Source: an optimization exercise on an open RTL-to-GDS flow (aim: small area). Production flows keep margins and buffers that such runs may drop.
The RTL was checked by simulation tests, not by an equivalence proof against the original design.
Power and IR drop assume default switching activity.

==> module pixel_saturate, before the edit <==
module pixel_saturate #(
	parameter int SAMPLE_WIDTH = pixel_pkg::NARROW_WIDTH,
	parameter int PIXEL_WIDTH = pixel_pkg::PIXEL_WIDTH,
	parameter int GROUP_LANES = diag_buffer_pkg::WIDE_LANES
) (
	input logic clock,
	input logic rst,
	input logic signed [GROUP_LANES-1:0][SAMPLE_WIDTH-1:0] samples,
	output logic [GROUP_LANES-1:0][PIXEL_WIDTH-1:0] pixels_n    
);
	localparam int SIGN_BIT = SAMPLE_WIDTH - 1;
	if (SAMPLE_WIDTH < PIXEL_WIDTH + 2) begin : g_width_check
		$error("pixel_saturate: SAMPLE_WIDTH %0d too narrow for PIXEL_WIDTH %0d",
			SAMPLE_WIDTH, PIXEL_WIDTH);
	end
	logic [GROUP_LANES-1:0] negative;
	logic [GROUP_LANES-1:0] overflow;
	logic [GROUP_LANES-1:0][PIXEL_WIDTH-1:0] clamped;
	always_comb begin
		for (int lane = 0; lane < GROUP_LANES; lane++) begin
			negative[lane] = samples[lane][SIGN_BIT];
			overflow[lane] = |samples[lane][SIGN_BIT-1:PIXEL_WIDTH];
		end
	end
	always_comb begin
		for (int lane = 0; lane < GROUP_LANES; lane++) begin
			if (negative[lane]) begin
				clamped[lane] = '0;
			end else if (overflow[lane]) begin
				clamped[lane] = '1;    
			end else begin
				clamped[lane] = samples[lane][PIXEL_WIDTH-1:0];
			end
		end
	end
	always_ff @(posedge clock) begin
		if (rst) begin
			pixels_n <= '1;
		end else begin
			pixels_n <= ~clamped;
		end
	end
endmodule
export LEC_CHECK = 0
export CAP_MARGIN = 20
export CORE_MARGIN = 2
export CORE_UTILIZATION = 50
export PLACE_DENSITY = 0.75
export SLEW_MARGIN = 20
export SYNTH_HIERARCHICAL = 1
create_clock -name core_clock -period 4.0 [get_ports {clock}]
standard.sh (not shown) runs the stock make flow with config.mk's settings and CLKGATE_MAP_FILE= SYNTH_SCRIPT=/design/flow/synth_recipe.tcl, a recipe that flattens the netlist after the stock synthesis.
==> flow/flow/run.sh <==
#!/bin/bash
# Standard layout, with the port buffers made from the smallest buffer cell
# and larger clock sink clusters.
set -euo pipefail
bash standard.sh \
  BUFFER_PORTS_ARGS="-buffer_cell sky130_fd_sc_hd__buf_1" \
  CTS_ARGS="-sink_clustering_enable -repair_clock_nets -sink_clustering_size 36 -sink_clustering_max_diameter 72 -dont_use_dummy_load" \
  finish > standard_flow.log 2>&1
Next try:
--- a/flow/design.v
+++ b/flow/design.v
@@ -20,50 +20,58 @@
 	localparam int NARROW_HIGH_FIRST_LANE = WIDE_FIRST_LANE + WIDE_LANES;
 	localparam int DELAY_DEPTH = 9;
 	localparam int LATENCY = DELAY_DEPTH + 1;
 endpackage
 `timescale 1ns/1ps
+module pixel_classify #(
+	parameter int SAMPLE_WIDTH = pixel_pkg::NARROW_WIDTH,
+	parameter int PIXEL_WIDTH = pixel_pkg::PIXEL_WIDTH,
+	parameter int GROUP_LANES = diag_buffer_pkg::WIDE_LANES
+) (
+	input logic rst,
+	input logic signed [GROUP_LANES-1:0][SAMPLE_WIDTH-1:0] samples,
+	output logic [GROUP_LANES-1:0] keep,        
+	output logic [GROUP_LANES-1:0] overflow     
+);
+	localparam int SIGN_BIT = SAMPLE_WIDTH - 1;
+	always_comb begin
+		for (int lane = 0; lane < GROUP_LANES; lane++) begin
+			keep[lane] = ~(samples[lane][SIGN_BIT] | rst);
+			overflow[lane] = |samples[lane][SIGN_BIT-1:PIXEL_WIDTH];
+		end
+	end
+endmodule
 module pixel_saturate #(
 	parameter int SAMPLE_WIDTH = pixel_pkg::NARROW_WIDTH,
 	parameter int PIXEL_WIDTH = pixel_pkg::PIXEL_WIDTH,
 	parameter int GROUP_LANES = diag_buffer_pkg::WIDE_LANES
 ) (
 	input logic clock,
 	input logic rst,
 	input logic signed [GROUP_LANES-1:0][SAMPLE_WIDTH-1:0] samples,
 	output logic [GROUP_LANES-1:0][PIXEL_WIDTH-1:0] pixels_n    
 );
-	localparam int SIGN_BIT = SAMPLE_WIDTH - 1;
 	if (SAMPLE_WIDTH < PIXEL_WIDTH + 2) begin : g_width_check
 		$error("pixel_saturate: SAMPLE_WIDTH %0d too narrow for PIXEL_WIDTH %0d",
 			SAMPLE_WIDTH, PIXEL_WIDTH);
 	end
-	logic [GROUP_LANES-1:0] negative;
+	logic [GROUP_LANES-1:0] keep;
 	logic [GROUP_LANES-1:0] overflow;
-	logic [GROUP_LANES-1:0][PIXEL_WIDTH-1:0] clamped;
-	always_comb begin
+	pixel_classify #(
+		.SAMPLE_WIDTH(SAMPLE_WIDTH),
+		.PIXEL_WIDTH(PIXEL_WIDTH),
+		.GROUP_LANES(GROUP_LANES)
+	) classify (
+		.rst(rst),
+		.samples(samples),
+		.keep(keep),
+		.overflow(overflow)
+	);
+	always_ff @(posedge clock) begin
 		for (int lane = 0; lane < GROUP_LANES; lane++) begin
-			negative[lane] = samples[lane][SIGN_BIT];
-			overflow[lane] = |samples[lane][SIGN_BIT-1:PIXEL_WIDTH];
-		end
-	end
-	always_comb begin
-		for (int lane = 0; lane < GROUP_LANES; lane++) begin
-			if (negative[lane]) begin
-				clamped[lane] = '0;
-			end else if (overflow[lane]) begin
-				clamped[lane] = '1;    
-			end else begin
-				clamped[lane] = samples[lane][PIXEL_WIDTH-1:0];
-			end
-		end
-	end
-	always_ff @(posedge clock) begin
-		if (rst) begin
-			pixels_n <= '1;
-		end else begin
-			pixels_n <= ~clamped;
+			pixels_n[lane] <= ~((samples[lane][PIXEL_WIDTH-1:0] | {PIXEL_WIDTH{overflow[lane]}})
+				& {PIXEL_WIDTH{keep[lane]}});
 		end
 	end
 endmodule
 `timescale 1ns/1ps
 module diagonal_delay_line #(
After rerunning: The changed run finished with timing, DRC and antenna clean. Clock skew increases by 0.026 ns. Setup slack is better by 0.14 ns. Final area is higher slightly. Worst hold slack improved by 0.0068 ns. Power rose slightly. Sequential share of layout area fell by 0.29 points. Via count goes up slightly. Area after synthesis is about the same. Count of clock-buffer cells in the layout grows by 9. Die area stays flat.

separate check: timing with driven ports:
In the flow no input, the clock included, has a driving cell. The finished layouts below were timed again as built, in two steps. Step 1 assumes that a clkbuf_16 drives the clock port and a buf_2 every other input. Step 2, shift: input delay + t, output delay - t, t = (earliest + latest rising clock arrival at the registers) / 2. This alone moves slack from input paths to output paths. Three values: ideal, step 1, step 2; two values: the first two.
run	t, ns	slack for setup (ns)	clock arrival spread, ns	cell pins on the clock port's net
the first run	0.748	0.446 / 0.376 / 1.124	0.102 / 0.103	1
the second run	0.733	0.586 / 0.515 / 1.247	0.143 / 0.143	1
After both steps setup and hold are still met in every run listed.
